This design comes from an exercise in tuning for small area on the open sky130 flow, not from production work.
Function was checked by simulation only, so behaviour that the tests miss may differ from the original.
Power figures rest on the tool's default switching activity, not on a simulated workload.

**design/flow/design.v**
```verilog
package pcq_pkg;
  localparam logic [2:0] CMD_INIT     = 3'd0;
  localparam logic [2:0] CMD_ENQUEUE  = 3'd1;
  localparam logic [2:0] CMD_CANCEL   = 3'd2;
  localparam logic [2:0] CMD_DISPATCH = 3'd3;
  localparam logic [2:0] CMD_MARK_ALL = 3'd4;
endpackage
module priority_command_queue_with_cancel #(
  parameter int MAX_COMMANDS   = 32,
  parameter int MAX_PRIORITIES = 8
) (
  input  logic        clk,
  input  logic        rst_n,
  input  logic        in_tvalid,
  output logic        in_tready,
  input  logic [15:0] in_tdata,    
  output logic        out_tvalid,
  input  logic        out_tready,
  output logic [15:0] out_tdata,   
  input  logic        cfg_valid,
  output logic        cfg_ready,
  input  logic [0:0]  cfg_index,
  input  logic [3:0]  cfg_data
);
  localparam logic [2:0] S_CLR  = 3'd0;
  localparam logic [2:0] S_IDLE = 3'd1;
  localparam logic [2:0] S_A    = 3'd3;
  localparam logic [2:0] S_B    = 3'd4;
  localparam logic [2:0] S_OUT  = 3'd5;
  function automatic logic lt6(input logic [5:0] a, input logic [5:0] b);
    logic r;
    r = 1'b0;
    for (int i = 0; i < 6; i++) r = (~a[i] & b[i]) | ((~a[i] | b[i]) & r);
    lt6 = r;
  endfunction
  function automatic logic lt3(input logic [2:0] a, input logic [2:0] b);
    logic r;
    r = 1'b0;
    for (int i = 0; i < 3; i++) r = (~a[i] & b[i]) | ((~a[i] | b[i]) & r);
    lt3 = r;
  endfunction
  logic       running_r;
  logic [2:0] np_r;
  assign cfg_ready = 1'b1;
  always_ff @(posedge clk) begin
    if (!rst_n) begin
      running_r <= 1'b0;
      np_r      <= 3'd1;
    end else if (cfg_valid) begin
      if (cfg_index == 1'b0) running_r <= cfg_data[0];
      else if (cfg_data[3]) np_r <= 3'd0;
      else if (cfg_data[2:0] == 3'd0) np_r <= 3'd1;
      else np_r <= cfg_data[2:0];
    end
  end
  logic [5:0] sring [32];   
  logic [5:0] bring [8];    
  logic [5:0] sfb, bfb;
  logic [4:0] ph;
  logic [2:0] st_r;
  logic [2:0] cmd_r;
  logic [4:0] id_r;    
  logic [2:0] pr_r;    
  logic [5:0] th_r;    
  logic       f_r;     
  logic       mk_r;    
  logic       aq_r;    
  always_ff @(posedge clk) begin
    for (int i = 0; i < 31; i++) sring[i] <= sring[i+1];
    sring[31] <= sfb;
    for (int i = 0; i < 7; i++) bring[i] <= bring[i+1];
    bring[7] <= bfb;
  end
  logic       e_mk;
  logic [4:0] e_r;
  logic [5:0] bnd;
  logic [2:0] bi;
  assign {e_mk, e_r} = sring[0];
  assign bnd = bring[0];
  assign bi  = ph[2:0];
  logic is_enq, is_can, is_dis, is_ini, is_mrk;
  assign is_ini = cmd_r == pcq_pkg::CMD_INIT;
  assign is_enq = cmd_r == pcq_pkg::CMD_ENQUEUE;
  assign is_can = cmd_r == pcq_pkg::CMD_CANCEL;
  assign is_dis = cmd_r == pcq_pkg::CMD_DISPATCH;
  assign is_mrk = cmd_r == pcq_pkg::CMD_MARK_ALL;
  logic in_a, in_b, last, rot0;
  assign in_a = st_r == S_A;
  assign in_b = st_r == S_B;
  assign last = ph == 5'd31;
  assign rot0 = ph[4:3] == 2'd0;
  logic q, hit, prio_ok, enq_ok, rm, r_lt, r_eq, b_le;
  assign q       = (e_r != 5'd31) | aq_r;
  assign hit     = ph == id_r;
  assign prio_ok = (np_r == 3'd0) || lt3(pr_r, np_r);
  assign enq_ok  = is_enq && running_r && !f_r && prio_ok;
  assign rm      = f_r && (is_can || is_dis);
  assign r_lt    = lt6({1'b0, e_r}, th_r);
  assign r_eq    = {1'b0, e_r} == th_r;
  assign b_le    = !lt6(th_r, bnd);
  logic [4:0] r_step;
  always_comb begin : r_stepper
    logic t;
    t = 1'b1;
    for (int i = 0; i < 5; i++) begin
      r_step[i] = e_r[i] ^ t;
      t = t & (e_r[i] ^ rm);
    end
  end
  logic [5:0] b_step;
  always_comb begin : b_stepper
    logic t;
    t = 1'b1;
    for (int i = 0; i < 6; i++) begin
      b_step[i] = bnd[i] ^ t;
      t = t & (bnd[i] ^ rm);
    end
  end
  always_comb begin
    sfb = sring[0];
    case (st_r)
      S_CLR: sfb = {1'b0, 5'd31};
      S_A:   if (is_ini && hit && !q) sfb[5] = 1'b0;
      S_B: begin
        if (enq_ok) begin
          if (hit) sfb[4:0] = th_r[4:0];
          else if (q && !r_lt) sfb[4:0] = r_step;
        end
        if (rm && q) begin
          if (r_eq) sfb[4:0] = 5'd31;
          else if (!r_lt) sfb[4:0] = r_step;
        end
        if (is_mrk && q && !r_lt) sfb[5] = 1'b1;
      end
      default: ;
    endcase
  end
  always_comb begin
    bfb = bring[0];
    case (st_r)
      S_CLR: bfb = 6'd0;
      S_B: begin
        if (rot0 && enq_ok && !lt3(pr_r, bi)) bfb = b_step;
        if (rot0 && rm && !b_le) bfb = b_step;
      end
      default: ;
    endcase
  end
  always_ff @(posedge clk) begin
    if (!rst_n) begin
      ph   <= 5'd0;
      aq_r <= 1'b0;
      st_r <= S_CLR;
    end else begin
      ph <= ph + 5'd1;
      case (st_r)
        S_CLR:  if (last) st_r <= S_IDLE;
        S_IDLE: if (in_tvalid && last) st_r <= S_A;
        S_A:    if (last) st_r <= S_B;
        S_B: begin
          if (last) begin
            aq_r <= bring[1] == 6'd32;
            st_r <= S_OUT;
          end
        end
        S_OUT:  if (out_tready) st_r <= S_IDLE;
        default: st_r <= S_IDLE;
      endcase
    end
  end
  always_ff @(posedge clk) begin
    if (st_r == S_IDLE) begin
      cmd_r <= in_tdata[2:0];
      id_r  <= in_tdata[7:3];
      pr_r  <= in_tdata[10:8];
      f_r   <= 1'b0;
    end else if (in_a) begin
      if ((is_ini || is_enq) && hit) f_r <= q;
      if (is_can && hit && q) begin
        f_r  <= 1'b1;
        th_r <= {1'b0, e_r};
      end
      if (bi == (is_enq ? pr_r : np_r) && (is_enq || is_dis || is_mrk))
        th_r <= (bi == 3'd0 && !is_enq) ? 6'd0 : bnd;
      if (is_dis && bi == 3'd0) f_r <= !b_le;
      if (is_can || is_dis) pr_r <= 3'd7;
    end else if (in_b) begin
      if (rot0 && rm && bi != 3'd0 && b_le && pr_r == 3'd7) pr_r <= bi - 3'd1;
      if (is_dis && rm && q && r_eq) begin
        id_r <= ph;
        mk_r <= e_mk;
      end
    end
  end
  logic [2:0] status;
  logic [1:0] kind;
  always_comb begin
    status = 3'd0;
    kind   = 2'd0;
    case (cmd_r)
      pcq_pkg::CMD_INIT: if (f_r) status = 3'd2;
      pcq_pkg::CMD_ENQUEUE: begin
        if (!running_r) status = 3'd1;
        else if (f_r) status = 3'd2;
        else if (!prio_ok) status = 3'd4;
      end
      pcq_pkg::CMD_CANCEL:   if (f_r) kind = 2'd2; else status = 3'd3;
      pcq_pkg::CMD_DISPATCH: if (f_r) kind = 2'd1; else status = 3'd3;
      default: ;
    endcase
  end
  assign in_tready  = st_r == S_IDLE && last;
  assign out_tvalid = st_r == S_OUT;
  assign out_tdata  = {2'b00, kind[0] && mk_r, rm ? pr_r : 3'd0, rm ? id_r : 5'd0, kind, status};
endmodule
```
**design/flow/flow/run.sh**
```bash
#!/bin/bash
# The standard layout with these changes:
# - synthesis is the standard flow's own (synth_recipe.tcl) except that ABC maps the
#   combinational logic with flow/area.abc (flow/synth.tcl); registers come
#   out as in the standard synthesis;
# - after floorplanning the combinational logic is re-mapped for area and
#   unused tie cells are removed (flow/post_floorplan.tcl);
# - CTS inserts no dummy loads and uses small clusters of clkbuf_4;
# - ports are buffered with buf_1;
# - non-critical gates are downsized after global routing.
# make's output goes to make_finish.log; each step's log is under orfs/logs.
set -euo pipefail
here=$(pwd)
export PCQ_FLOW_DIR="$here/flow"
export PCQ_WORK_DIR="$here"
bash standard.sh \
  "SYNTH_SCRIPT=$here/flow/synth.tcl" \
  "POST_FLOORPLAN_TCL=$here/flow/post_floorplan.tcl" \
  'CTS_ARGS=-sink_clustering_enable -repair_clock_nets -dont_use_dummy_load -buf_list sky130_fd_sc_hd__clkbuf_4 -sink_clustering_size 11 -sink_clustering_max_diameter 45' \
  'BUFFER_PORTS_ARGS=-buffer_cell sky130_fd_sc_hd__buf_1' \
  RECOVER_POWER=100 \
  finish > make_finish.log 2>&1
```
**design/flow/flow/area.abc**
```
strash
&get -n
&deepsyn -T 30
&put
dch -f
map -a
topo
```
**design/flow/flow/post_floorplan.tcl**
```tcl
# Run after ORFS's floorplan step: re-map the combinational logic for area.
# Registers, ports and function stay the same. ABC gets a copy of the
# liberty file without the cells the platform marks don't-use.

# Writes a copy of liberty file lib to flib without the cells matching any
# pattern in patterns; returns how many cells it left out.
proc write_lib_without {lib flib patterns} {
  set in [open $lib r]
  set out [open $flib w]
  set skip 0
  set depth 0
  set dropped 0
  while {[gets $in line] >= 0} {
    if {!$skip && [regexp {^\s*cell\s*\(\s*"?([A-Za-z0-9_]+)"?\s*\)} $line -> name]} {
      foreach p $patterns {
        if {[string match $p $name]} {
          set skip 1
          set depth 0
          incr dropped
          break
        }
      }
    }
    if {$skip} {
      incr depth [expr {[regexp -all {\{} $line] - [regexp -all {\}} $line]}]
      if {$depth <= 0 && [regexp {\}} $line]} {
        set skip 0
      }
      continue
    }
    puts $out $line
  }
  close $in
  close $out
  return $dropped
}

# Removes tie cells whose output drives nothing, with their nets.
proc remove_unused_ties {} {
  set removed 0
  foreach inst [[ord::get_db_block] getInsts] {
    if {[[$inst getMaster] getName] ne [lindex $::env(TIELO_CELL_AND_PORT) 0]} {
      continue
    }
    set used 0
    set nets {}
    foreach it [$inst getITerms] {
      if {![$it isOutputSignal]} {
        continue
      }
      set net [$it getNet]
      if {$net eq "NULL"} {
        continue
      }
      if {[llength [$net getITerms]] > 1 || [llength [$net getBTerms]] > 0} {
        set used 1
      } else {
        lappend nets $net
      }
    }
    if {!$used} {
      odb::dbInst_destroy $inst
      foreach net $nets {
        odb::dbNet_destroy $net
      }
      incr removed
    }
  }
  return $removed
}

set rs_dir [file join $::env(OBJECTS_DIR) restructure]
file mkdir $rs_dir
set rs_lib [file join $rs_dir usable.lib]
puts "restructure: left out [write_lib_without [lindex $::env(LIB_FILES) 0] $rs_lib $::env(DONT_USE_CELLS)] don't-use cells"
report_design_area
restructure -target area \
  -liberty_file $rs_lib \
  -tielo_port [join $::env(TIELO_CELL_AND_PORT) /] \
  -tiehi_port [join $::env(TIEHI_CELL_AND_PORT) /] \
  -work_dir $rs_dir
report_design_area
puts "restructure: removed [remove_unused_ties] unused tie cells"
report_design_area
```
**design/flow/flow/synth.tcl**
```tcl
# The standard synthesis (synth_recipe.tcl), except that ABC maps the
# combinational logic with flow/area.abc, a script aimed at area. Registers are
# mapped before ABC runs, so they come out as in the standard synthesis.
set ::area_abc_script [file join $::env(PCQ_FLOW_DIR) area.abc]
proc abc {args} {
  set i [lsearch -exact $args -script]
  if {$i >= 0} {
    lset args [expr {$i + 1}] $::area_abc_script
  }
  yosys abc {*}$args
}
source [file join $::env(PCQ_WORK_DIR) synth_recipe.tcl]
```
**design/flow/standard.sh**
```bash
#!/bin/bash
# synth_recipe.tcl (not shown) runs the flow's synth.tcl, then flattens the netlist and writes it again
# the make line also repeats each setting of config.mk as NAME=value (left out here)
make -C /OpenROAD-flow-scripts/flow DESIGN_CONFIG=/design/flow/config.mk WORK_HOME=/design/flow/orfs CLKGATE_MAP_FILE= SYNTH_SCRIPT=/design/flow/synth_recipe.tcl "${@:-finish}"
```
**design/flow/config.mk**
```make
export PLATFORM = sky130hd
export DESIGN_NAME = priority_command_queue_with_cancel
export DESIGN_NICKNAME = priority_command_queue_with_cancel
export VERILOG_FILES = /design/flow/design.v
export SDC_FILE = /design/flow/constraint.sdc
export NUM_CORES = 4
export LEC_CHECK = 0
export CAP_MARGIN = 20
export CORE_MARGIN = 2
export CORE_UTILIZATION = 60
export SLEW_MARGIN = 20
```
**design/flow/constraint.sdc**
```tcl
create_clock -name core_clock -period 7.0 [get_ports {clk}]
set_input_delay 1.4000 -clock core_clock [delete_from_list [all_inputs] [get_ports {clk}]]
set_output_delay 1.4000 -clock core_clock [all_outputs]
set_load 0.01 [all_outputs]
```
==> notes.md <==
flip-flops by register name, summed over array words and instances (netlist names):
| name | flops |
|---|---|
| np_r | 3 |
| pr_r | 3 |
| running_r | 1 |
| id_r | 5 |
| f_r | 1 |
| th_r | 6 |
| ph | 5 |
| mk_r | 1 |
| bring | 48 |
| sring | 192 |
| aq_r | 1 |
| cmd_r | 3 |
| st_r | 3 |
synthesized netlist by cell type, types with 3 or more instances:
cell type,n
nor4_1,7
edfxtp_1,18
o21ai_0,31
a31oi_1,5
o22ai_1,23
ha_1,13
nand2_1,33
a21oi_1,22
nor3_1,6
clkinv_1,71
nand3_1,10
nor2_1,57
nand4_1,4
buf_4,3
dfxtp_1,254
per-stage QoR:
stage | worst slack [ns] | cells | util | hold slack (ns)
4_1_cts | 2.446 | 741 | 0.6522 | 0.3042
6_report | 2.542 | 741 | 0.6518 | 0.2968
3_3_place_gp | 3.281 | 712 | 0.6333 | 0.3099
3_5_place_dp | 3.148 | 712 | 0.6333 | 0.3121
2_1_floorplan | 3.953 | 582 | - | 0.3096
5_1_grt | 2.234 | 741 | 0.6518 | 0.3081
final timing paths:
path                   to    startpoint  depth (start not counted)  slack, ns
max             in_tready       st_r[0]                          7       2.54
min reg2reg  sring[23][1]  sring[24][1]                          0       0.30
min          sring[23][1]  sring[24][1]                          0       0.30
max reg2reg   bring[7][3]      cmd_r[1]                         11       3.53
final cells by class:
class | count | area [µm²]
Tap cell | 143 | 178.9
Multi-Input combinational cell | 202 | 1160
Sequential cell | 272 | 5625
Inverter | 58 | 217.7
Timing Repair Buffer | 37 | 138.9
Fill cell | 919 | 4026
Clock buffer | 29 | 217.7
cells by family (layout without fill, tap and decap cells):
group	after synthesis	in the layout	share of synthesized area
XOR/XNOR	4	0	0.004872
AND/OR/NAND/NOR	121	97	0.07150
AO/OA/AOI/OAI	95	102	0.07759
buffers and inverters	74	124	0.04019
flip-flops	272	272	0.7822
other	2	3	0.001044
adder cells (fa/ha/maj)	13	0	0.02262
metal layers:
metal / vias up / wire length (µm) / track usage
li1: 1963 / - / -
met1: 1805 / 5448 / 0.2460
met2: 110 / 4429 / 0.2467
met3: 18 / 493 / 0.03613
met4: 0 / 181 / 0.06911
met5: - / 0 / 0
placed cells by master, fill, tap and decap left out, types with 4 or more instances in the layout:
cell type,synthesis,routed
a21oi_1,22,13
nor4_1,7,4
o221ai_1,2,5
a22o_1,0,5
nand3_1,10,6
a22oi_1,2,5
nand2_1,33,13
clkinv_1,71,58
edfxtp_1,18,18
a211oi_1,2,7
buf_1,0,35
clkbuf_4,0,29
o22ai_1,23,29
dfxtp_1,254,254
o21ai_0,31,9
nor2_1,57,53
nor3_1,6,10
report_power, final:
part | internal [mW] | switching [mW] | leakage, nW
Sequential | 1.56 | 0.00491 | 2.22
Combinational | 0.0113 | 0.0146 | 0.451
Clock | 0.191 | 0.414 | 0.133
Total | 1.77 | 0.434 | 2.80
==> results.yml <==
setup_path:
  cp_max_fo: 11
  cp-start-kind: "flip-flop"
  arrival_ns: 3.06
  crit_chain: "clkinv_1 -> nor2_1 -> clkinv_1 -> nor2_1 -> clkinv_1 -> nor2_1 -> buf_1"
  slowest_stage: "nor2_1"
  end_kind: "primary output"
  crit_required_ns: 5.60
  cpLargestDelayFamily: "simple AND/OR/NAND/NOR gates"
  slowest_delay_ns: 0.70
  path_buf_inv: 4
  critPathKind: "flip-flop to primary output"
power_and_ir_drop:
  power_mw: 2.201
  peakVddDrop_v: 0.0002318
  power_density_nw_per_um2: 291.9
  p_leak_nw: 2.802
floorplanning:
  die_area_um2: 12880
  die-width_um: 113.5
  io_pins: 45
  rows: 39
  initial_utilization: 0.6219
  die_h_um: 113.5
  design.core.area_um2: 11560
routing:
  firstDrtPassIters: 8
  drt_first_iter_violations: 302
  post_drt_wl_per_cell_um: 14.24
  viasPerCell: 5.258
  ant_nets: 0
  drcViolationCount: 0
  wl_um: 10550
  vias: 3896
global_route:
  grt_pass1_vias: 3740
  grt_usage: 0.1686
  antenna_found_initial: 0
  grt_start_max_net_pins: 16
  grt_pass1_wl_um: 17520
  grt_overflow_total: 0
yosys:
  syn_inst: 581
  yosysSeqAreaShare: 0.7822
  async_flop_share: 0
  netlist_area_um2: 7192
  synth-main-ff-cell: "dfxtp_1"
  ys.warnings.count: 3
  ys_seq_elements: 272
  synth_top_area_cell: "dfxtp_1"
  ys_top_cells_by_area: "dfxtp_1, edfxtp_1, clkinv_1, nor2_1, ha_1"
  avgSynthCellArea_um2: 12.38
  synth_top_area_frac: 0.7070
  ys_types: 31
  synth_edf_count: 18
clock_tree:
  cts_made_buffers: 29
  clock-sinks: 272
  clk_latency_ns: 0.63
  clockBufferDepth: 3
  cts_tree: "built"
  ctsResizeCount: 0
  clk_pin_slew_worst_paths_ns: 0.11
  cts-root-buf: "clkbuf_4"
  htree_levels: 1
  postCtsSetupBuffers: 0
  ctsHoldBuffers: 0
placement:
  gp_congestion: 0.8242
  placed_cell_area_um2: 7325
  dp_hpwl_um: 6875
  port_buffers: 36
sta:
  fin_crit_sh: 0.6368
  setup_tns_ns: 0
  hold_violations: 0
  clock_skew_ns: 0.04673
  drv_slew: 0
  max_slew.worst_pin.slew_ns: 0.8519
  max_freq_ghz: 0.2243
  fin_crit_ns: 4.458
  setup_viol: 0
  grt_setup_unrepaired: "no"
  max_slew_margin: 0.4300
flow_run:
  cap_violations: 0
layout:
  fin_nets: 626
  syn2layout_area_growth_pct: 4.819
  final_area_um2: 7538
  drive_gt1_frac: 0.04849
  antenna_cells: 0
status:
  status: "no timing/DRC/antenna violations"
worst_hold_path:
  hold_path_class: "flip-flop to flip-flop"

[port drivers added, routing unchanged]
In the flow no input, the clock included, has a driving cell. The finished layout below was timed again as built, in two steps. Step 1 sets driving cells, clkbuf_16 on the clock port and buf_2 on the other inputs (assumed; they add their load-dependent delay and slew). Step 2 adds t to the input delays and takes it off the output delays; t is the mean of the earliest and latest rising clock arrival at the registers after step 1. Input paths then give back, and output paths get back, about the clock's delay inside the block. Three values: ideal ports, drivers, drivers and shift; two values: the first two.
shift t [ns]: 0.639
setup WS [ns]: 2.542 / 2.510 / 3.149
worst setup path at the end: register to output
latest minus earliest clock arrival (ns): 0.047 / 0.046
cell pins on the clock port's net: 1
After both steps this run still meets setup and hold. For this run, drivers alone change the setup slack by -0.032 ns; drivers and shift together by +0.607 ns.
